Context: an optimization exercise on an open-source flow, tuned for small area and a short achievable clock period. The choices shown serve that exercise and are no tape-out recipe. In this exercise RTL edits were held to simulation tests only and were not proved equivalent to the original. Power and IR drop assume default switching activity.

--- design.v ---
package fft_capture_pkg;
   localparam int FRAME_LEN  = 16;
   localparam int FRAME_BITS = 4;
   localparam int SAMPLE_DW  = 16;
   localparam int BW_DW      = 5;
   typedef enum logic [1:0] {
      IBUF_IDLE   = 2'h0,
      IBUF_STREAM = 2'h1,
      IBUF_FULL   = 2'h2
   } ibuf_state_t;
endpackage
`timescale 1ns/1ps
module stream_capture (
   input  logic        clk,
   input  logic        rst,
   input  logic        run,
   input  logic        in_valid,
   output logic [1:0]  buf_status,
   output logic        accept,
   output logic [3:0]  count,
   output logic [2:0]  wbank
);
   logic streaming;
   logic last_sample;
   assign streaming   = (buf_status == 2'h1);
   assign accept      = in_valid && streaming;
   assign last_sample = (count == 4'hf);
   always_ff @(posedge clk) begin
      if (rst) begin
         buf_status <= 2'h0;
         count      <= '0;
         wbank      <= 3'b001;
      end else begin
         case (buf_status)
            2'h0:    buf_status <= 2'h1;
            2'h1:    if (accept && last_sample) buf_status <= 2'h2;
            2'h2:    if (run) buf_status <= 2'h1;
            default: buf_status <= 2'h0;
         endcase
         if (run) begin
            count <= '0;
            wbank <= {wbank[1:0], wbank[2]};
         end else if (accept) begin
            count <= count + 1'b1;
         end
      end
   end
endmodule
`timescale 1ns/1ps
module bit_width_tracker (
   input  logic        clk,
   input  logic        rst,
   input  logic        run,
   input  logic        accept,
   input  logic [31:0] sample,
   output logic [4:0]  frame_bw
);
   logic [14:0] diff;
   logic [14:0] acc;
   logic        seen;
   logic [4:0]  acc_bw;
   logic [4:0]  mid_bw;
   always_comb begin
      for (int i = 0; i < 15; i++) begin
         diff[i] = (sample[i] ^ sample[15]) | (sample[16+i] ^ sample[31]);
      end
   end
   always_comb begin
      acc_bw = seen ? 5'd1 : 5'd0;
      for (int i = 0; i < 15; i++) begin
         if (acc[i]) acc_bw = 5'(i + 2);
      end
   end
   always_ff @(posedge clk) begin
      if (rst) begin
         acc      <= '0;
         seen     <= 1'b0;
         mid_bw   <= '0;
         frame_bw <= '0;
      end else if (run) begin
         acc      <= '0;
         seen     <= 1'b0;
         mid_bw   <= acc_bw;
         frame_bw <= mid_bw;
      end else if (accept) begin
         acc      <= acc | diff;
         seen     <= 1'b1;
      end
   end
endmodule
`timescale 1ns/1ps
module tri_bank_store (
   input  logic        clk,
   input  logic        rst,
   input  logic        accept,
   input  logic [3:0]  count,
   input  logic [2:0]  wbank,
   input  logic [31:0] wdata,
   input  logic        dma_act,
   input  logic [3:0]  dma_addr,
   output logic [31:0] dma_data
);
   logic [31:0] mem [48];
   logic [47:0] wsel;
   logic [47:0] rsel;
   logic [2:0]  dbank;
   logic [3:0]  rword;
   logic [31:0] rdata;
   assign dbank = {wbank[1:0], wbank[2]};
   assign rword = {dma_addr[0], dma_addr[1], dma_addr[2], dma_addr[3]};
   always_comb begin
      for (int b = 0; b < 3; b++) begin
         for (int c = 0; c < 16; c++) begin
            wsel[16*b+c] = accept && wbank[b] && (count == 4'(c));
            rsel[16*b+c] = dbank[b] && (rword == 4'(c));
         end
      end
   end
   always_ff @(posedge clk) begin
      for (int k = 0; k < 48; k++) begin
         if (wsel[k]) mem[k] <= wdata;
      end
   end
   always_comb begin
      rdata = '0;
      for (int k = 0; k < 48; k++) begin
         rdata = rdata | (mem[k] & {32{rsel[k]}});
      end
   end
   always_ff @(posedge clk) begin
      if (rst) begin
         dma_data <= '0;
      end else if (dma_act) begin
         dma_data <= rdata;
      end
   end
endmodule
`timescale 1ns/1ps
module fft_capture_top (
   input  logic        clk,
   input  logic        rst,
   input  logic        run,
   input  logic        in_valid,
   input  logic [31:0] in_sample,
   input  logic        dma_act,
   input  logic [3:0]  dma_addr,
   output logic [1:0]  buf_status,
   output logic [4:0]  frame_bw,
   output logic [31:0] dma_data
);
   logic       accept;
   logic [3:0] count;
   logic [2:0] wbank;
   stream_capture u_capture (
      .clk        (clk),
      .rst        (rst),
      .run        (run),
      .in_valid   (in_valid),
      .buf_status (buf_status),
      .accept     (accept),
      .count      (count),
      .wbank      (wbank)
   );
   bit_width_tracker u_width (
      .clk      (clk),
      .rst      (rst),
      .run      (run),
      .accept   (accept),
      .sample   (in_sample),
      .frame_bw (frame_bw)
   );
   tri_bank_store u_store (
      .clk      (clk),
      .rst      (rst),
      .accept   (accept),
      .count    (count),
      .wbank    (wbank),
      .wdata    (in_sample),
      .dma_act  (dma_act),
      .dma_addr (dma_addr),
      .dma_data (dma_data)
   );
endmodule
--- run.sh ---
#!/bin/bash
# synth_recipe.tcl (not shown) runs the flow's synth.tcl, then flattens the netlist and writes it again
# the make line also repeats each setting of config.mk as NAME=value (left out here)
make -C /OpenROAD-flow-scripts/flow DESIGN_CONFIG=/design/flow/config.mk WORK_HOME=/design/flow/orfs CLKGATE_MAP_FILE= SYNTH_SCRIPT=/design/flow/synth_recipe.tcl finish
--- config.mk ---
export PLATFORM = sky130hd
export DESIGN_NAME = fft_capture_top
export DESIGN_NICKNAME = fft_capture_top
export VERILOG_FILES = /design/flow/design.v
export SDC_FILE = /design/flow/constraint.sdc
export NUM_CORES = 4
export LEC_CHECK = 0
export CAP_MARGIN = 20
export CORE_MARGIN = 2
export CORE_UTILIZATION = 50
export PLACE_DENSITY = 0.6
export SLEW_MARGIN = 20
--- constraint.sdc ---
create_clock -name core_clock -period 4.5 [get_ports {clk}]
set_input_delay 0.9000 -clock core_clock [delete_from_list [all_inputs] [get_ports {clk}]]
set_output_delay 0.9000 -clock core_clock [all_outputs]
set_load 0.01 [all_outputs]
==> impl_metrics.toml, run 1 <==
[logic_synthesis]
syn_area_sq_mm = 0.0591
synth_area_leaders = "edfxtp_1 78%, a22oi_1 5.8%, dfxtp_1 2.3%, a22o_1 1.9%, a221oi_1 1.5%"
synth_most_common_cell = "edfxtp_1"
yosys.area.top_type_share_pct = 78.0
synthArstFlopShare_pct = 0
synth.yosys.seq_area_share_pct = 80.3
syn_nets = 3371
synthCells = 3326
synth.avg_cell_area_sq_um = 17.8
synth_flop_cell = "edfxtp_1"
ys_warn_count = 4
synth_common_cells = "1536 x edfxtp_1, 454 x a22oi_1, 138 x nor2_1"
synth_top_area_cell = "edfxtp_1"
synth_edf_count = 1536
synth-seq-cells = 1603
ys_types = 73

[clock_network]
cts_tree = "yes"
clk_latency_ns = 0.80
cts.reportedPaths.clkPinSlew_ns = 0.06
cts-root-buf = "clkbuf_16"
cts_repair_resize_count = 0
post-cts-setup-buffers = 0
numCtsBuffers = 162
htreeDepth = 4
hold_buffers = 0
cts_max_path_buffers = 3
cts_sinks = 1603

[run_status]
status = "no timing/DRC/antenna violations"

[pwr]
power_density_mw_per_mm2 = 449
p_leak_nw = 21.9
total_power_w = 0.0311
ir_drop_uv = 365

[place]
placedCellCount = 5016
dpl_cell_area_sq_mm = 0.0641
port_buffers = 79
gp_congestion = 0.995
place.detailed.hpwl_mm = 146

[flow_run]
cap_viol_max_count = 0

[layout]
syn2layout_area_growth_pct = 17.1
num-fill-cells = 8602
final_cells = 5321
fin_area_sq_mm = 0.0693
fin_nets = 3689
layout-drive-gt1-share_pct = 17.5

[min_path]
hp-class = "reg2reg"

[worst_setup_path]
cp.required_ns = 5.19
worst_setup_path_start_kind = "primary input"
critPathMaxFanout = 19
crit_family = "simple AND/OR/NAND/NOR gates"
critPathSlowestCell = "nor2_4"
worst-path-buf-inv = 2
cp-end-kind = "register"
crit_path_max_incr_delay_ns = 0.92
cp_cell_sequence = "buf_2 -> or3b_1 -> nor2_4 -> buf_4 -> a22oi_1 -> nand4_1 -> nor2_1 -> a311oi_1"
cp.arrival_ns = 4.10
critical_path_class = "in2reg"

[timing]
worst_pin_slew_ns = 1.25
hold_viol = 0
slew_headroom_pct = 16.4
setup_viol_count_final = 0
max_freq_mhz = 293
setup_tns_ns = 0
drv_slew = 0
skew_ns = 0.0302
fin_crit_ns = 3.41
rsz0062_at_grt = "no"
fin_crit_sh_pct = 75.7

[routing]
ant_nets = 0
vias = 39300
wl_per_cell_um = 46.6
totalWireLength_mm = 248
drt_iter0_drc = 7859
drcViolationCount = 0
dr.pass1.iters = 6
via_per_inst = 7.39

[die]
fp.dieW_um = 348
rows = 126
die-height_um = 348
initial_core_util_pct = 50.3
die_area_sq_mm = 0.121
num_io_pins = 80
coreArea_sq_mm = 0.118

[global_route]
grt_pass1_wl_mm = 327
grt_pass1_vias = 37100
antenna_found_initial = 14
overflow = 0
grt_max_degree = 50
grt_use_total_pct = 40.7
cells in the final DEF (no fill, tap or decap), drive strengths merged, types with 20 or more instances in the layout:
| cell | Yosys | routed |
|---|---|---|
| nand4 | 86 | 86 |
| mux2i | 37 | 37 |
| nand2 | 117 | 117 |
| a311oi | 21 | 21 |
| a22o | 125 | 125 |
| and3 | 24 | 24 |
| nor2 | 170 | 170 |
| a22oi | 454 | 454 |
| buf | 122 | 296 |
| clkdlybuf4s50 | 0 | 50 |
| edfxtp | 1536 | 1536 |
| nor3 | 36 | 36 |
| o21ai | 20 | 20 |
| clkinv | 0 | 63 |
| xnor2 | 25 | 25 |
| a221oi | 98 | 98 |
| dfxtp | 67 | 67 |
| clkbuf | 70 | 213 |
| a21oi | 51 | 51 |
state kept, by name, indices dropped and copies added, names as in the netlist:
name,cells
u_store.mem,1536
u_store.dma_data,32
u_width.acc,15
u_width.frame_bw,5
u_width.mid_bw,5
u_capture.count,4
u_capture.wbank,3
u_capture.buf_status,2
u_width.seen,1
metal layers:
metal / share of wire [%] / vias up / global-route usage, %
met3: 15 / 918 / 12.2
li1: - / 14500 / -
met5: 0.023 / - / 0
met4: 7.5 / 10 / 25.2
met2: 43 / 4034 / 59.9
met1: 34 / 19900 / 53.3
final cells by class:
type,count,area (sq um),area share (%)
clock inverters,86,808,1.17
flip-flops and latches,1603,47500,68.5
inverters,11,41.3,0.0596
clock buffers,213,4370,6.31
well taps,1536,1920,2.78
diodes,6,15.0,0.0217
multi-input cells,1520,11200,16.2
repair buffers,346,3400,4.90
worst paths after layout:
check                          start              endpoint  slack (ns)  cells after the start
setup reg to reg  u_capture.wbank[1]  u_store.dma_data[30]        1.15                      8
setup / recovery         dma_addr[2]  u_store.dma_data[20]        1.09                      8
hold / removal          u_width.seen          u_width.seen        0.49                      1
hold reg to reg         u_width.seen          u_width.seen        0.49                      1
where the power goes:
group | switching [W] | total [W] | internal, W
Combinational | 0.000978 | 0.00133 | 0.000351
Sequential | 0.0000620 | 0.0165 | 0.0164
Clock | 0.00577 | 0.0133 | 0.00755
Total | 0.00681 | 0.0311 | 0.0243
cells by family (layout without fill, tap and decap cells):
family	count (synthesis)	count (layout)	share of synthesized area, %
fa+ha+maj	4	4	0.0847
simple gates	525	525	4.67
other cells	0	6	0
buf+inv	203	656	1.70
xor+xnor	33	33	0.489
flops	1603	1603	80.3
compound gates	904	904	11.8
mux	54	54	0.950
through the flow:
step           utilization (%)  hold WS [ns]  worst slack (ns)
6_report                  58.9         0.493              1.09
5_1_grt                   58.9         0.501              1.09
4_1_cts                   58.9         0.493              1.25
3_5_place_dp              54.5         0.474             0.516
3_3_place_gp              54.4         0.449             0.300
2_1_floorplan                -         0.441             0.933
==> run 2, diff against run 1 <==
--- a/design.v
+++ b/design.v
@@ -104,3 +104,2 @@
    logic [47:0] wsel;
-   logic [47:0] rsel;
    logic [2:0]  dbank;
@@ -108,2 +107,3 @@
    logic [31:0] rdata;
+   logic [31:0] dword [16];
    assign dbank = {wbank[1:0], wbank[2]};
@@ -114,3 +114,2 @@
             wsel[16*b+c] = accept && wbank[b] && (count == 4'(c));
-            rsel[16*b+c] = dbank[b] && (rword == 4'(c));
          end
@@ -124,5 +123,12 @@
    always_comb begin
+      for (int c = 0; c < 16; c++) begin
+         dword[c] = (mem[c]    & {32{dbank[0]}})
+                  | (mem[16+c] & {32{dbank[1]}})
+                  | (mem[32+c] & {32{dbank[2]}});
+      end
+   end
+   always_comb begin
       rdata = '0;
-      for (int k = 0; k < 48; k++) begin
-         rdata = rdata | (mem[k] & {32{rsel[k]}});
+      for (int c = 0; c < 16; c++) begin
+         rdata = rdata | (dword[c] & {32{rword == 4'(c)}});
       end
==> run 2 against run 1 <==
Critical path type is now reg2reg. Largest power group unchanged. Area after synthesis decreased by 2.5%. Critical endpoint is now u_store.dma_data[16]. Synthesized cell count down 8.2%. Critical path depth fell by 2. Clock-buffer cell count rose by 1. Clock skew fell by 0.0043 ns. Fmax about the same.
==> impl_metrics.toml, run 2 <==
[clock_network]
post-cts-setup-buffers = 0
cts.reportedPaths.clkPinSlew_ns = 0.06
cts_repair_resize_count = 0
htreeDepth = 4
cts_tree = "yes"
clk_latency_ns = 0.78
hold_buffers = 0
cts-root-buf = "clkbuf_16"
cts_max_path_buffers = 3
cts_sinks = 1603
numCtsBuffers = 158

[timing]
skew_ns = 0.0259
hold_viol = 0
fin_crit_ns = 3.41
slew_headroom_pct = 14.1
rsz0062_at_grt = "no"
worst_pin_slew_ns = 1.29
max_freq_mhz = 293
fin_crit_sh_pct = 75.8
setup_tns_ns = 0
setup_viol_count_final = 0
drv_slew = 0

[worst_setup_path]
cp-end-kind = "register"
cp.required_ns = 5.19
critPathMaxFanout = 56
cp.arrival_ns = 4.10
worst_setup_path_start_kind = "register"
critical_path_class = "reg2reg"

[logic_synthesis]
synthCells = 3052
synth_common_cells = "1536 x edfxtp_1, 512 x a222oi_1, 225 x o22ai_1"
synth-seq-cells = 1603
synth_most_common_cell = "edfxtp_1"
synthArstFlopShare_pct = 0
ys_warn_count = 5
syn_area_sq_mm = 0.0576
yosys.area.top_type_share_pct = 80.0
ys_types = 38
synth_flop_cell = "edfxtp_1"
synth_edf_count = 1536
syn_nets = 3097
synth.avg_cell_area_sq_um = 18.9
synth_top_area_cell = "edfxtp_1"
synth_area_leaders = "edfxtp_1 80%, a222oi_1 8.9%, o22ai_1 2.4%, dfxtp_1 2.3%, clkbuf_1 0.98%"
synth.yosys.seq_area_share_pct = 82.3

[die]
initial_core_util_pct = 50.4
coreArea_sq_mm = 0.114
rows = 124
fp.dieW_um = 344
die_area_sq_mm = 0.118
die-height_um = 344
num_io_pins = 80

[global_route]
grt_max_degree = 118
antenna_found_initial = 2
grt_use_total_pct = 31.1
overflow = 0
grt_pass1_vias = 33600
grt_pass1_wl_mm = 257

[routing]
drt_iter0_drc = 8051
drcViolationCount = 0
vias = 35000
wl_per_cell_um = 38.4
ant_nets = 0
dr.pass1.iters = 14
via_per_inst = 7.22
totalWireLength_mm = 186

[pwr]
power_density_mw_per_mm2 = 469
ir_drop_uv = 385
p_leak_nw = 20.5

[layout]
fin_nets = 3254
syn2layout_area_growth_pct = 15.6
diodes = 0
final_cell_mix = "1536 x edfxtp_1, 512 x a222oi_1, 225 x o22ai_1, 160 x clkbuf_16, 125 x buf_4"
layout-drive-gt1-share_pct = 14.5
largest_register = "u_store.mem"
largest_reg_flops = 1536
final_common_cell = "edfxtp_1"
num-fill-cells = 8286
fin_util_pct = 58.3
reg.largest.list = "u_store.mem: 1536 flops, u_store.dma_data: 32 flops, u_width.acc: 15 flops"

[place]
gp_congestion = 0.868
port_buffers = 79
place.detailed.hpwl_mm = 105

[run_status]
status = "no timing/DRC/antenna violations"

[flow_run]
cap_viol_max_count = 0

[min_path]
hp-class = "in2reg"
-- run 2: area by class of cell --
class	count	area (sq um)	area share (%)
multi-input combinational	1191	9470	14.2
tap	1512	1890	2.84
timing repair buffer	249	2580	3.87
clock inverter	80	845	1.27
sequential	1603	47500	71.2
inverter	6	22.5	0.0338
clock buffer	214	4370	6.55
-- run 2: metrics by stage --
stage               instance area (sq um)  hold slack, ns  instances  power [W]  setup slack (ns)
detailed placement                  61400           0.452       4559     0.0184             0.713
global route                        66700           0.402       4855     0.0319              1.10
global placement                    61400           0.449       4558     0.0184             0.765
floorplan                           57600           0.432       3052     0.0175              1.13
CTS                                 66600           0.382       4853     0.0313              1.24
finish                              66700           0.406       4855     0.0312              1.09
-- run 2: worst max-delay path, stage by stage, from the launching register on --
cell and delay (ns):
dfxtp_4 0.91, buf_4 0.72, buf_4 0.62, a222oi_1 0.15, o22ai_1 0.44, nor4_1 0.21
a31oi_1 0.17
-- run 2: worst paths after layout --
path | slack [ns] | endpoint | depth (start not counted) | startpoint
max | 1.09 | u_store.dma_data[16] | 6 | u_capture.wbank[1]
min | 0.41 | u_width.frame_bw[3] | 2 | rst
max reg2reg | 1.09 | u_store.dma_data[16] | 6 | u_capture.wbank[1]
min reg2reg | 0.46 | u_width.seen | 2 | u_width.seen
-- run 2: cells by family after synthesis --
kind of cell | count (synthesis) | share of synthesized area, %
AOI/OAI and AO/OA | 867 | 12.7
and+or+nand+nor | 279 | 2.24
DFF | 1603 | 82.3
buffers and inverters | 258 | 1.96
adders and majority gates | 4 | 0.0868
xor gates and xnor gates | 33 | 0.501
muxes | 8 | 0.139
-- run 2: report_power, final --
part | internal, W | switching (W) | leakage [nW] | total, W
clock | 0.00747 | 0.00566 | 2.53 | 0.0131
sequential | 0.0164 | 0.0000839 | 14.4 | 0.0165
combinational | 0.000456 | 0.00117 | 3.57 | 0.00162
-- run 2: routing by layer --
metal,part of all wire (%),vias to the layer above,track usage [%],wire length [um]
li1,-,13800,-,-
met1,37,17900,44.1,68400
met2,46,2893,48.0,86100
met3,14,372,7.19,25300
met4,3.5,0,10.6,6470
met5,0,-,0,0
==> run 3, diff against run 2 <==
--- a/config.mk
+++ b/config.mk
@@ -9,4 +9,7 @@
 export CORE_MARGIN = 2
-export CORE_UTILIZATION = 50
-export PLACE_DENSITY = 0.6
+export CORE_UTILIZATION = 70
+export CTS_CLUSTER_DIAMETER = 100
+export CTS_CLUSTER_SIZE = 25
+export PLACE_DENSITY = 0.8
+export SETUP_SLACK_MARGIN = 2.4
 export SLEW_MARGIN = 20
==> run 3 against run 2 <==
Clock skew up 0.0022 ns. Sequential power barely moved. Via count up 11%. First-iteration DRC count grew 63%. Fmax is 33% higher. Die area down 28%. Wire length is 7.4% higher. Combinational power up 25%. Critical path depth unchanged. Clock power is 41% lower. Critical endpoint is now u_store.dma_data[2]. Largest power group unchanged.
==> impl_metrics.toml, run 3 <==
[logic_synthesis]
ys_warn_count = 5
synth.yosys.seq_area_share_pct = 82.3
synth_common_cells = "1536 x edfxtp_1, 512 x a222oi_1, 225 x o22ai_1"
yosys.area.top_type_share_pct = 80.0
synth_flop_cell = "edfxtp_1"
synthCells = 3052
syn_area_sq_mm = 0.0576
synth_edf_count = 1536
synth-seq-cells = 1603
synthArstFlopShare_pct = 0
syn_nets = 3097
synth_most_common_cell = "edfxtp_1"
synth.avg_cell_area_sq_um = 18.9
synth_top_area_cell = "edfxtp_1"
ys_types = 38
synth_area_leaders = "edfxtp_1 80%, a222oi_1 8.9%, o22ai_1 2.4%, dfxtp_1 2.3%, clkbuf_1 0.98%"

[clock_network]
cts.reportedPaths.clkPinSlew_ns = 0.10
htreeDepth = 3
cts_max_path_buffers = 3
cts-root-buf = "clkbuf_16"
cts_sinks = 1603
hold_buffers = 0
cts_tree = "yes"
clk_latency_ns = 0.68
numCtsBuffers = 74

[timing]
setup_tns_ns = 0
fin_crit_sh_pct = 57.1
slew_headroom_pct = 13.0
whs_ns = 0.495
skew_ns = 0.0281
fin_crit_ns = 2.57
max_freq_mhz = 389
worst_pin_slew_ns = 1.31
rsz0062_at_grt = "yes"
drv_slew = 0
hold_viol = 0
setup_viol_count_final = 0

[min_path]
hp-class = "reg2reg"
min_to = "u_width.frame_bw[3]"
whs_path_depth = 2
hp-start = "u_width.frame_bw[3]"

[routing]
ant_nets = 0
via_per_inst = 8.84
drcViolationCount = 0
wl_per_cell_um = 45.4
vias = 39000
totalWireLength_mm = 200
dr.pass1.iters = 17
drt_iter0_drc = 13100

[worst_setup_path]
reg2reg_setup_slack_ns = 1.93
cp_cell_sequence = "buf_6 -> buf_12 -> a222oi_1 -> o22ai_1 -> nor4_2 -> a31oi_1"
critical_path_class = "reg2reg"
crit_family = "compound AO/OA/AOI/OAI gates"
reg2reg_to = "u_store.dma_data[2]"
critPathSlowestCell = "a222oi_1"
rr_startpoint = "u_capture.wbank[2]"
cp.required_ns = 5.05
worst-path-buf-inv = 2
cp.arrival_ns = 3.12
r2r_cells = 6
crit_path_max_incr_delay_ns = 1.10
worst_setup_path_start_kind = "register"
cp-end-kind = "register"
critPathMaxFanout = 21

[place]
place.detailed.hpwl_mm = 96.1
placedCellCount = 4106
port_buffers = 79
gp_congestion = 0.958

[layout]
final_common_cell = "edfxtp_1"
layout-drive-gt1-share_pct = 17.7
reg.largest.list = "u_store.mem: 1536 flops, u_store.dma_data: 32 flops, u_width.acc: 15 flops"
largest_reg_flops = 1536
fin_util_pct = 80.8
fin_nets = 3309
final_cell_mix = "1536 x edfxtp_1, 512 x a222oi_1, 218 x o22ai_1, 136 x buf_4, 94 x nor2_1"
largest_register = "u_store.mem"
final_cells = 4406
syn2layout_area_growth_pct = 14.7

[die]
die-height_um = 291
die_area_sq_mm = 0.0847
coreArea_sq_mm = 0.0818
fp.dieW_um = 291
rows = 105
num_io_pins = 80
initial_core_util_pct = 70.4

[pwr]
p_clk_share_pct = 29.7
p_int_w = 0.0203
ir_drop_uv = 398
power.net_switching_w = 0.00599
switching_share_pct = 22.8
p_leak_nw = 20.4
seqPwrFrac_pct = 62.6
power_density_mw_per_mm2 = 397
power_frac_comb_pct = 7.7

[global_route]
grt_pass1_vias = 35700
grt_use_total_pct = 44.8
overflow = 0
antenna_found_initial = 12
grt_pass1_wl_mm = 264
grt_max_degree = 83

[flow_run]
cap_viol_max_count = 0

[run_status]
status = "no timing/DRC/antenna violations"
run 3: cells by family (layout without fill, tap and decap cells):
logic type | Yosys count | in the layout | synth area share [%]
other | 0 | 11 | 0
DFF | 1603 | 1603 | 82.3
adders and majority gates | 4 | 4 | 0.0868
xor gates and xnor gates | 33 | 33 | 0.501
buffers and inverters | 258 | 526 | 1.96
muxes | 8 | 8 | 0.139
AOI/OAI and AO/OA | 867 | 867 | 12.7
and+or+nand+nor | 279 | 284 | 2.24
run 3: timing repair:
| action | CTS | global route |
|---|---|---|
| buffers inserted | 63 | 44 |
| cloned | 25 | 18 |
| pin swaps | 83 | 138 |
| resized for setup | 369 | 72 |
| setup endpoints to repair | 1609 | 1247 |
run 3: cell type report:
class | instances | area (sq um)
flip-flops and latches | 1603 | 47600
fillers | 3713 | 15800
multi-input cells | 1196 | 9850
repair buffers | 383 | 5110
clock buffers | 130 | 2080
well taps | 1070 | 1340
clock inverters | 7 | 93.8
diodes | 11 | 27.5
inverters | 6 | 22.5
run 3: power by group through the flow:
| stage | registers (W) | clock network, W | logic [W] |
|---|---|---|---|
| after detailed placement | 0.0168 | 0 | 0.00150 |
| after floorplan | 0.0168 | 0 | 0.000764 |
| after CTS | 0.0164 | 0.00758 | 0.00174 |
| after global routing | 0.0164 | 0.00816 | 0.00201 |
| after global placement | 0.0168 | 0 | 0.00147 |
| final | 0.0164 | 0.00779 | 0.00203 |
run 3: stage by stage:
stage | setup WS (ns) | total power [W] | cell area, sq um
floorplan | 2.04 | 0.0175 | 58100
detailed placement | 0.874 | 0.0183 | 60700
global route | 1.98 | 0.0266 | 66100
finish | 1.93 | 0.0263 | 66100
CTS | 2.23 | 0.0257 | 65000
global placement | 1.08 | 0.0183 | 60700
run 3: worst max-delay path by stage:
stage	from	end	slack, ns	cells after the start
after global routing	u_capture.wbank[2]	u_store.dma_data[6]	1.98	6
after floorplan	in_valid	u_store.mem[16][0]	2.04	5
final	u_capture.wbank[2]	u_store.dma_data[2]	1.93	6
after detailed placement	dma_addr[1]	u_store.dma_data[7]	0.87	7
after global placement	dma_addr[1]	u_store.dma_data[31]	1.08	7
after CTS	u_capture.wbank[2]	u_store.dma_data[27]	2.23	5
run 3: worst min-delay path: stages (launching register included):
cell and delay, ns:
dfxtp_2 0.33, mux2i_1 0.06, nor2_1 0.07
run 3: routing by layer:
layer	up-vias	wire [um]	global-route usage, %
met5	-	239	0
met3	1371	41300	19.5
met1	18300	57000	58.2
met2	5384	82800	62.9
li1	13900	-	-
met4	18	18600	28.1
==> run 4, diff against run 3 <==
--- a/design.v
+++ b/design.v
@@ -94,2 +94,3 @@
    input  logic        rst,
+   input  logic        run,
    input  logic        accept,
@@ -104,3 +105,3 @@
    logic [47:0] wsel;
-   logic [2:0]  dbank;
+   logic [2:0]  dbank [8];
    logic [3:0]  rword;
@@ -108,3 +109,11 @@
    logic [31:0] dword [16];
-   assign dbank = {wbank[1:0], wbank[2]};
+   always_ff @(posedge clk) begin
+      for (int k = 0; k < 8; k++) begin
+         if (rst) begin
+            dbank[k] <= 3'b010;
+         end else if (run) begin
+            dbank[k] <= {dbank[k][1:0], dbank[k][2]};
+         end
+      end
+   end
    assign rword = {dma_addr[0], dma_addr[1], dma_addr[2], dma_addr[3]};
@@ -124,5 +133,7 @@
       for (int c = 0; c < 16; c++) begin
-         dword[c] = (mem[c]    & {32{dbank[0]}})
-                  | (mem[16+c] & {32{dbank[1]}})
-                  | (mem[32+c] & {32{dbank[2]}});
+         for (int j = 0; j < 32; j++) begin
+            dword[c][j] = (mem[c][j]    & dbank[j/4][0])
+                        | (mem[16+c][j] & dbank[j/4][1])
+                        | (mem[32+c][j] & dbank[j/4][2]);
+         end
       end
@@ -180,2 +191,3 @@
       .rst      (rst),
+      .run      (run),
       .accept   (accept),
--- a/config.mk
+++ b/config.mk
@@ -9,6 +9,6 @@
 export CORE_MARGIN = 2
-export CORE_UTILIZATION = 70
+export CORE_UTILIZATION = 60
 export CTS_CLUSTER_DIAMETER = 100
 export CTS_CLUSTER_SIZE = 25
-export PLACE_DENSITY = 0.8
+export PLACE_DENSITY = 0.7
 export SETUP_SLACK_MARGIN = 2.4
==> run 4 against run 3 <==
Wire length shrank 6.4%. Critical path depth shrank 2. Largest power group unchanged. Clock skew shrank 0.0014 ns. Largest cell class unchanged. Global-route usage shrank 7.9 points.
==> impl_metrics.toml, run 4 <==
[layout]
final_cell_mix = "1536 x edfxtp_1, 512 x a222oi_1, 222 x o22ai_1, 147 x buf_4, 113 x nor2_1"
reg.largest.list = "u_store.mem: 1536 flops, u_store.dma_data: 32 flops, u_store.dbank: 24 flops"
fin_nets = 3363
largest_register = "u_store.mem"
layout-drive-gt1-share_pct = 16.8
num-fill-cells = 5914
largest_reg_flops = 1536
syn2layout_area_growth_pct = 13.7
fin_area_sq_mm = 0.0665
final_common_cell = "edfxtp_1"

[place]
gp_congestion = 0.940
dpl_cell_area_sq_mm = 0.0617
port_buffers = 79
place.detailed.hpwl_mm = 98.1
dp_slack_ns = 0.666

[worst_setup_path]
cp.required_ns = 4.83
critPathMaxFanout = 16
worst_setup_path_start_kind = "register"
reg2reg_to = "u_store.mem[11][21]"
cp.arrival_ns = 2.50
cp-end-kind = "register"
r2r_cells = 4
startpoint = "u_capture.count[3]"
rr_startpoint = "u_capture.count[3]"
critical_path_class = "reg2reg"
crit_path_end = "u_store.mem[11][21]"
reg2reg_setup_slack_ns = 2.33

[clock_network]
cts_sinks = 1627
cts_tree = "yes"
hold_buffers = 0
cts_max_path_buffers = 3
htreeDepth = 3
cts-root-buf = "clkbuf_16"
numCtsBuffers = 75
clk_latency_ns = 0.69
cts.reportedPaths.clkPinSlew_ns = 0.10

[timing]
setup_slack_ns = 2.33
hold_viol = 0
setup_viol_count_final = 0
whs_ns = 0.489
drv_slew = 0
slew_headroom_pct = 26.4
fin_crit_sh_pct = 48.2
rsz0062_at_grt = "yes"
max_freq_mhz = 461
skew_ns = 0.0266
worst_pin_slew_ns = 1.10
fin_crit_ns = 2.17
setup_tns_ns = 0

[routing]
wl_per_cell_um = 40.3
drt_iter0_drc = 9517
drcViolationCount = 0
vias = 36300
dr.pass1.iters = 12
via_per_inst = 7.79
ant_nets = 0
totalWireLength_mm = 187

[die]
fp.dieW_um = 316
coreArea_sq_mm = 0.0966
initial_core_util_pct = 60.5
rows = 114
num_io_pins = 80
die_area_sq_mm = 0.0999
die-height_um = 316

[logic_synthesis]
synth_common_cells = "1536 x edfxtp_1, 512 x a222oi_1, 225 x o22ai_1"
synthCells = 3128
synth_top_family_by_area = "compound AO/OA/AOI/OAI gates"
muxShareOfSynthArea_pct = 0.411
synth.avg_cell_area_sq_um = 18.7
synthAdderAreaFrac_pct = 0.0856
synth_area_leaders = "edfxtp_1 79%, a222oi_1 8.8%, dfxtp_1 3.1%, o22ai_1 2.4%, nor2_1 1.0%"
synthArstFlopShare_pct = 0
synth_top_area_cell = "edfxtp_1"
yosys.area.top_type_share_pct = 78.9
synth_edf_count = 1536
ys_types = 38
syn_area_sq_mm = 0.0584
syn_nets = 3173
yosys.area_share.simple_pct = 2.40
synth_flop_cell = "edfxtp_1"
ys_warn_count = 6
synth-seq-cells = 1627
synth-compound-area-share_pct = 12.7
synth_most_common_cell = "edfxtp_1"
synth_xor_area_share_pct = 0.495
synth.yosys.seq_area_share_pct = 82.0

[pwr]
p_leak_nw = 20.4
ir_drop_uv = 343
power_density_mw_per_mm2 = 394

[global_route]
grt_max_degree = 66
use_met3_pct = 10.3
grt_use_total_pct = 37.0
grt.met1_usage_pct = 49.7
gr-usage-met2_pct = 55.5
busiest_layer = "met2"
grt_pass1_wl_mm = 257
antenna_found_initial = 4
grt_pass1_vias = 34500
overflow = 0

[min_path]
hp-class = "reg2reg"

[flow_run]
cap_viol_max_count = 0

[run_status]
status = "no timing/DRC/antenna violations"
run 4: area by class of cell:
class                   instances  area [sq um]  share of cell area, %
diodes                          1          2.50                0.00376
clock inverters                 3          36.3                 0.0546
multi-input cells            1245         10100                   15.2
inverters                       6          22.5                 0.0339
repair buffers                363          4430                   6.67
well taps                    1276          1600                   2.40
clock buffers                 130          2170                   3.26
flip-flops and latches       1627         48100                   72.4
run 4: cell families after synthesis:
group                    count (synthesis)
XOR/XNOR                                33
multiplexers                            24
AO/OA/AOI/OAI                          875
adder cells (fa/ha/maj)                  4
buffers and inverters                  262
AND/OR/NAND/NOR                        303
flip-flops                            1627
run 4: worst min path at each step:
stage,slack [ns],end,from,cells past startpoint
2_1_floorplan,0.43,u_width.seen,u_width.seen,2
3_3_place_gp,0.44,u_store.dbank[6][1],u_store.dbank[6][1],1
3_5_place_dp,0.44,u_store.dbank[6][1],u_store.dbank[6][1],1
4_1_cts,0.47,u_store.dbank[6][1],u_store.dbank[6][1],1
5_1_grt,0.52,u_store.dbank[6][1],u_store.dbank[6][1],1
6_report,0.49,u_width.frame_bw[4],u_width.frame_bw[4],2
run 4: timing repair:
item	CTS	global route
gates resized for setup	393	38
endpoints found under the setup margin	1582	261
buffers inserted	100	21
endpoints found under the hold margin	0	0
pin swaps	44	31
gates cloned	15	2
run 4: layer usage:
layer	vias to the layer above	share of wire [%]
li1	14100	-
met1	18000	33
met2	3559	45
met3	611	16
met4	4	6.3
met5	-	0.012
run 4: report_power, final:
part           internal, W  total [W]  switching, W
Sequential          0.0166     0.0168      0.000201
Combinational     0.000534    0.00158       0.00104
Clock              0.00334    0.00784       0.00450
run 4: per-stage QoR:
stage               power (W)  util [%]  std cells
floorplan              0.0178         -       3128
global placement       0.0185      63.9       4379
detailed placement     0.0185      63.9       4379
CTS                    0.0261      68.4       4627
global route           0.0268      68.8       4650
finish                 0.0262      68.8       4651
run 4: worst max-delay path, cell delays in order (launching register included):
cell	delay (ns)
dfxtp_1	0.58
nor2b_2	0.36
nand2_1	0.26
nor2_4	0.19
buf_4	0.41
==> run 5, diff against run 4 <==
--- a/config.mk
+++ b/config.mk
@@ -13,3 +13,3 @@
 export PLACE_DENSITY = 0.7
-export SETUP_SLACK_MARGIN = 2.4
-export SLEW_MARGIN = 20
+export SETUP_SLACK_MARGIN = 2.5
+export SLEW_MARGIN = 50
==> run 5 against run 4 <==
Still clean. Design area is 1.2% lower. Hold slack better by 0.0046 ns. Sequential cell count stayed put. Cell count down 1.1%. Clock skew shrank 0.0091 ns. Non-clock buffer count fell by 47. Core utilization is 0.80 points lower. Sequential share of layout area increased by 0.86 points. Register-to-register slack better by 0.18 ns. Die area unchanged. Critical path depth decreased by 3. Clock power down 0.6%.
==> impl_metrics.toml, run 5 <==
[pwr]
power_density_mw_per_mm2 = 397
p_clk_share_pct = 29.9
p_leak_nw = 20.1
ir_drop_uv = 354
seqPwrFrac_pct = 64.4
power.net_switching_w = 0.00560
power_frac_comb_pct = 5.7
p_int_w = 0.0205
switching_share_pct = 21.5
total_power_w = 0.0261

[logic_synthesis]
yosys.area.top_type_share_pct = 78.9
syn_area_sq_mm = 0.0584
ys_warn_count = 6
synth_most_common_cell = "edfxtp_1"
ys_types = 38
synthArstFlopShare_pct = 0
synth-seq-cells = 1627
synthCells = 3128
syn_nets = 3173
synth_flop_cell = "edfxtp_1"
synth_top_area_cell = "edfxtp_1"
synth.yosys.seq_area_share_pct = 82.0
synth_area_leaders = "edfxtp_1 79%, a222oi_1 8.8%, dfxtp_1 3.1%, o22ai_1 2.4%, nor2_1 1.0%"
synth_common_cells = "1536 x edfxtp_1, 512 x a222oi_1, 225 x o22ai_1"
synth_edf_count = 1536
synth.avg_cell_area_sq_um = 18.7

[global_route]
grt_pass1_wl_mm = 244
grt_max_degree = 67
overflow = 0
grt_use_total_pct = 35.0
grt_pass1_vias = 33800
antenna_found_initial = 2

[layout]
num-fill-cells = 6096
diodes = 0
multi_input_area_sq_mm = 0.00998
syn2layout_area_growth_pct = 12.4
layout-drive-gt1-share_pct = 15.7
reg.largest.list = "u_store.mem: 1536 flops, u_store.dma_data: 32 flops, u_store.dbank: 24 flops"
largest_reg_flops = 1536
final_common_cell = "edfxtp_1"
largest_register = "u_store.mem"
fin_nets = 3310
final_cell_mix = "1536 x edfxtp_1, 512 x a222oi_1, 225 x o22ai_1, 123 x buf_4, 113 x nor2_1"
fin_area_sq_mm = 0.0657
regArea_sq_mm = 0.0481

[worst_setup_path]
worst-path-buf-inv = 1
cp-end-kind = "output port"
worst_setup_path_start_kind = "register"
critical_path_class = "reg2out"
crit_path_max_incr_delay_ns = 0.41
critPathMaxFanout = 2
cp.arrival_ns = 1.20
cp.required_ns = 3.60
crit_family = "flip-flops"
cp_cell_sequence = "buf_6"
critPathSlowestCell = "dfxtp_4"

[clock_network]
clk_latency_ns = 0.69
cts.reportedPaths.clkPinSlew_ns = 0.10
cts_sinks = 1627
cts_tree = "yes"
cts_max_path_buffers = 3
hold_buffers = 0
cts-root-buf = "clkbuf_16"
htreeDepth = 3
numCtsBuffers = 75

[min_path]
hp-class = "reg2reg"

[timing]
hold_viol = 0
worst_pin_slew_ns = 0.751
drv_slew = 0
setup_tns_ns = 0
skew_ns = 0.0175
fin_crit_sh_pct = 46.6
max_freq_mhz = 477
setup_viol_count_final = 0
fin_crit_ns = 2.10
rsz0062_at_grt = "yes"
slew_headroom_pct = 49.9

[die]
rows = 114
die_area_sq_mm = 0.0999
initial_core_util_pct = 60.5
fp.dieW_um = 316
die-height_um = 316
num_io_pins = 80
coreArea_sq_mm = 0.0966

[routing]
wl_per_cell_um = 38.4
drcViolationCount = 0
via_per_inst = 7.74
drt_iter0_drc = 9669
ant_nets = 0
totalWireLength_mm = 177
vias = 35600
dr.pass1.iters = 14

[place]
port_buffers = 79
place.detailed.hpwl_mm = 96.3
dpl_cell_area_sq_mm = 0.0620
gp_congestion = 0.851

[flow_run]
cap_viol_max_count = 0

[run_status]
status = "no timing/DRC/antenna violations"
## run 5: final cells by class
cell class,instances,share of cell area [%]
repair buffers,316,5.69
multi-input cells,1239,15.2
clock buffers,134,3.32
flip-flops and latches,1627,73.3
well taps,1276,2.43
inverters,6,0.0343
clock inverters,4,0.0648
## run 5: cell families (layout without fill, tap and decap cells)
logic type | count (synthesis) | count (layout) | synth area share, %
adders and majority gates | 4 | 4 | 0.0856
muxes | 24 | 24 | 0.411
AOI/OAI and AO/OA | 875 | 875 | 12.7
and+or+nand+nor | 303 | 303 | 2.40
buffers and inverters | 262 | 460 | 1.89
DFF | 1627 | 1627 | 82.0
xor gates and xnor gates | 33 | 33 | 0.495
## run 5: final timing paths
kind	start	end	slack (ns)	cells past startpoint
worst max-delay path	u_store.dma_data[6]	dma_data[6]	2.40	1
worst min-delay path	u_width.mid_bw[1]	u_width.mid_bw[1]	0.49	1
worst max register to register	u_capture.count[2]	u_store.mem[37][6]	2.51	4
worst min register to register	u_width.mid_bw[1]	u_width.mid_bw[1]	0.49	1
## run 5: through the flow
step	utilization (%)	setup WS, ns	hold slack, ns	std cells
after floorplan	-	2.04	0.432	3128
after global placement	63.9	1.06	0.459	4386
after detailed placement	64.2	0.949	0.472	4392
after CTS	67.8	2.37	0.496	4596
after global routing	68.0	2.38	0.524	4602
final	68.0	2.40	0.493	4602
## run 5: layer usage
layer	part of all wire (%)	vias to the layer above	global-route usage, %
li1	-	13900	-
met1	34	17800	48.9
met2	46	3354	54.1
met3	14	522	6.08
met4	5.9	2	17.2
met5	0.0074	-	0
## run 5: power groups by stage
stage	Clock [W]	Combinational, W	Sequential [W]
2_1_floorplan	0	0.000779	0.0170
5_1_grt	0.00830	0.00155	0.0168
3_5_place_dp	0	0.00135	0.0171
4_1_cts	0.00783	0.00141	0.0168
6_report	0.00779	0.00148	0.0168
3_3_place_gp	0	0.00132	0.0171
## run 5: what timing repair did
| action | in CTS | in global routing |
|---|---|---|
| resized for setup | 364 | 46 |
| pin swaps | 30 | 27 |
| endpoints found under the setup margin | 1608 | 406 |
| buffers inserted | 63 | 5 |
| gates cloned | 3 | 1 |
==> run 6, diff against run 5 <==
--- a/config.mk
+++ b/config.mk
@@ -7,3 +7,3 @@
 export LEC_CHECK = 0
-export CAP_MARGIN = 20
+export CAP_MARGIN = 30
 export CORE_MARGIN = 2
@@ -14,2 +14,2 @@
 export SETUP_SLACK_MARGIN = 2.5
-export SLEW_MARGIN = 50
+export SLEW_MARGIN = 60
==> run 6 against run 5 <==
Clock power hardly changed. Hold slack better by 0.0030 ns. Cell count is 1.0% higher. Critical path depth stayed put. Via count is 1.2% higher. Setup slack worse by 0.015 ns. Critical endpoint unchanged. Non-clock buffer count is 54 higher. Design area is 1.3% higher. Die area stayed put.
==> impl_metrics.toml, run 6 <==
[die]
initial_core_util_pct = 60.5
die_area_sq_mm = 0.0999
fp.dieW_um = 316
coreArea_sq_mm = 0.0966
die-height_um = 316
rows = 114
num_io_pins = 80

[min_path]
min_to = "u_width.mid_bw[1]"
hp-class = "reg2reg"
hp-start = "u_width.mid_bw[1]"
whs_path_depth = 1

[worst_setup_path]
reg2reg_setup_slack_ns = 2.46
critPathSlowestCell = "dfxtp_4"
cp_cell_sequence = "buf_6"
cp-end-kind = "output port"
crit_path_max_incr_delay_ns = 0.41
critical_path_class = "reg2out"
worst_setup_path_start_kind = "register"
crit_family = "flip-flops"
cp.required_ns = 3.60
r2r_cells = 10
worst-path-buf-inv = 1
cp.arrival_ns = 1.21
reg2reg_to = "u_store.mem[46][18]"
critPathMaxFanout = 2
rr_startpoint = "u_capture.buf_status[0]"

[layout]
largest_reg_flops = 1536
layout-drive-gt1-share_pct = 17.3
fin_util_pct = 68.9
diodes = 0
fin_nets = 3364
largest_register = "u_store.mem"
fin_area_sq_mm = 0.0666
reg.largest.list = "u_store.mem: 1536 flops, u_store.dma_data: 32 flops, u_store.dbank: 24 flops"
final_common_cell = "edfxtp_1"
syn2layout_area_growth_pct = 13.9
final_cell_mix = "1536 x edfxtp_1, 512 x a222oi_1, 225 x o22ai_1, 130 x buf_4, 113 x nor2_1"

[place]
place.detailed.hpwl_mm = 96.9
gp_congestion = 0.851
port_buffers = 79
dpl_cell_area_sq_mm = 0.0622

[global_route]
grt_pass1_vias = 33700
grt_use_total_pct = 35.4
busiest_layer = "met2"
gr-usage-met2_pct = 54.1
grt.met1_usage_pct = 49.0
use_met3_pct = 7.64
grt_max_degree = 67
overflow = 0
grt_pass1_wl_mm = 247
antenna_found_initial = 1

[timing]
worst_pin_slew_ns = 0.599
fin_crit_sh_pct = 46.9
rsz0062_at_grt = "yes"
max_freq_mhz = 474
drv_slew = 0
slew_headroom_pct = 60.0
hold_viol = 0
skew_ns = 0.0195
whs_ns = 0.496
setup_tns_ns = 0
fin_crit_ns = 2.11
setup_viol_count_final = 0

[logic_synthesis]
syn_area_sq_mm = 0.0584
synth.yosys.seq_area_share_pct = 82.0
ys_warn_count = 6
synth.avg_cell_area_sq_um = 18.7
yosys.area.top_type_share_pct = 78.9
syn_nets = 3173
synth-seq-cells = 1627
synthArstFlopShare_pct = 0
synth_common_cells = "1536 x edfxtp_1, 512 x a222oi_1, 225 x o22ai_1"
synth_top_area_cell = "edfxtp_1"
synth_edf_count = 1536
synthCells = 3128
synth_flop_cell = "edfxtp_1"
synth_area_leaders = "edfxtp_1 79%, a222oi_1 8.8%, dfxtp_1 3.1%, o22ai_1 2.4%, nor2_1 1.0%"
ys_types = 38
synth_most_common_cell = "edfxtp_1"

[routing]
dr.pass1.iters = 14
drcViolationCount = 0
ant_nets = 0
wl_per_cell_um = 39.2
totalWireLength_mm = 182
vias = 36000
drt_iter0_drc = 9961
via_per_inst = 7.75

[flow_run]
cap_viol_max_count = 0

[clock_network]
htreeDepth = 3
cts-root-buf = "clkbuf_16"
cts_tree = "yes"
cts_sinks = 1627
numCtsBuffers = 75
cts_max_path_buffers = 3
cts.reportedPaths.clkPinSlew_ns = 0.10
clk_latency_ns = 0.68

[pwr]
power_density_mw_per_mm2 = 393
ir_drop_uv = 329
p_leak_nw = 20.5

[run_status]
status = "no timing/DRC/antenna violations"
run 6: changes by cell type in the layout (fill, tap and decap cells not counted), sizes merged:
cell           change
buf               +48
clkdlybuf4s50      -4
clkbuf             +3
clkinv             -2
clkinvlp           +1
dlymetal6s2s       +1
inv                +1
run 6: stage by stage:
stage                     std cells  total power (W)  worst slack (ns)
after global routing           4650           0.0267              2.38
after detailed placement       4404           0.0185             0.935
after global placement         4386           0.0185              1.06
final                          4650           0.0261              2.39
after CTS                      4613           0.0260              2.37
after floorplan                3128           0.0178              2.04
run 6: worst max-delay path by stage:
stage / startpoint / to / slack (ns) / depth (start not counted)
floorplan: in_valid / u_store.mem[16][0] / 2.04 / 5
finish: u_store.dma_data[6] / dma_data[6] / 2.39 / 1
global placement: dma_addr[0] / u_store.dma_data[26] / 1.06 / 6
detailed placement: dma_addr[0] / u_store.dma_data[26] / 0.94 / 6
CTS: u_store.dma_data[6] / dma_data[6] / 2.37 / 1
global route: u_store.dma_data[6] / dma_data[6] / 2.38 / 1
run 6: timing repair:
item	CTS	global route
endpoints found under the setup margin	1606	607
hold buffers	0	0
resized for setup	371	64
pin swaps	30	20
setup buffers	68	24
gates cloned	9	9
run 6: routing by layer:
layer / vias up / wire (um)
met3: 515 / 27400
met4: 2 / 10300
met5: - / 13
met1: 18000 / 61400
met2: 3508 / 83400
li1: 14000 / -
run 6: final cells by class:
cell class,count,area (sq um)
Clock buffer,128,2160
Clock inverter,4,37.5
Fill cell,5928,30000
Inverter,6,22.5
Multi-Input combinational cell,1239,10000
Sequential cell,1627,48100
Tap cell,1276,1600
Timing Repair Buffer,370,4550
run 6: where the power goes:
group          switching (W)  leakage, nW  internal [W]  total, W
clock                0.00449         1.05       0.00333   0.00782
combinational        0.00101         4.85      0.000530   0.00154
sequential          0.000179         14.6        0.0166    0.0168
run 6: worst register-to-register path, cell delays in order (launching register included):
cell and delay, ns:
dfxtp_4 0.36, buf_6 0.10, nand2_4 0.05, nor2_4 0.15, buf_12 0.14, buf_8 0.11, nand2_8 0.09, buf_12 0.19
nor2_4 0.15, buf_6 0.19, clkbuf_16 0.23
run 6: logic make-up after synthesis:
group	synth area share (%)
buffers and inverters	1.89
flip-flops	82.0
AO/OA/AOI/OAI	12.7
adder cells (fa/ha/maj)	0.0856
multiplexers	0.411
AND/OR/NAND/NOR	2.40
XOR/XNOR	0.495

==> static timing again, ports no longer ideal <==
No port has a modelled driver above. Below, the same layouts with a new extraction and two added sets of constraints. Step 1 sets driving cells, clkbuf_16 on the clock port and buf_2 on the other inputs (assumed; they add their load-dependent delay and slew). Step 2, shift: input delay + t, output delay - t, t = (earliest + latest rising clock arrival at the registers) / 2. This alone moves slack from input paths to output paths. a / b / c = ideal / step 1 / step 2; a / b = the first two.
run	t, ns	setup WS [ns]	worst hold slack (ns)	latest minus earliest clock arrival (ns)	slew at the worst register clock pin (ns)
run 1	0.858	1.092 / 1.118 / 0.260	0.493 / 0.493 / 0.493	0.033 / 0.034	0.07 / 0.07
run 2	0.845	1.090 / 1.090 / 0.661	0.406 / 0.374 / 0.461	0.031 / 0.031	0.07 / 0.07
run 3	0.741	1.932 / 1.932 / 1.449	0.495 / 0.495 / 0.495	0.037 / 0.036	0.11 / 0.11
run 4	0.746	2.331 / 2.302 / 1.671	0.489 / 0.489 / 0.489	0.036 / 0.036	0.10 / 0.10
run 5	0.744	2.403 / 2.332 / 1.836	0.493 / 0.493 / 0.493	0.024 / 0.025	0.10 / 0.10
run 6	0.746	2.388 / 2.321 / 1.742	0.496 / 0.496 / 0.496	0.032 / 0.031	0.11 / 0.11
After both steps every run listed still meets setup and hold. For run 1, which loses most, drivers alone change the setup slack by +0.026 ns; drivers and shift together by -0.832 ns.
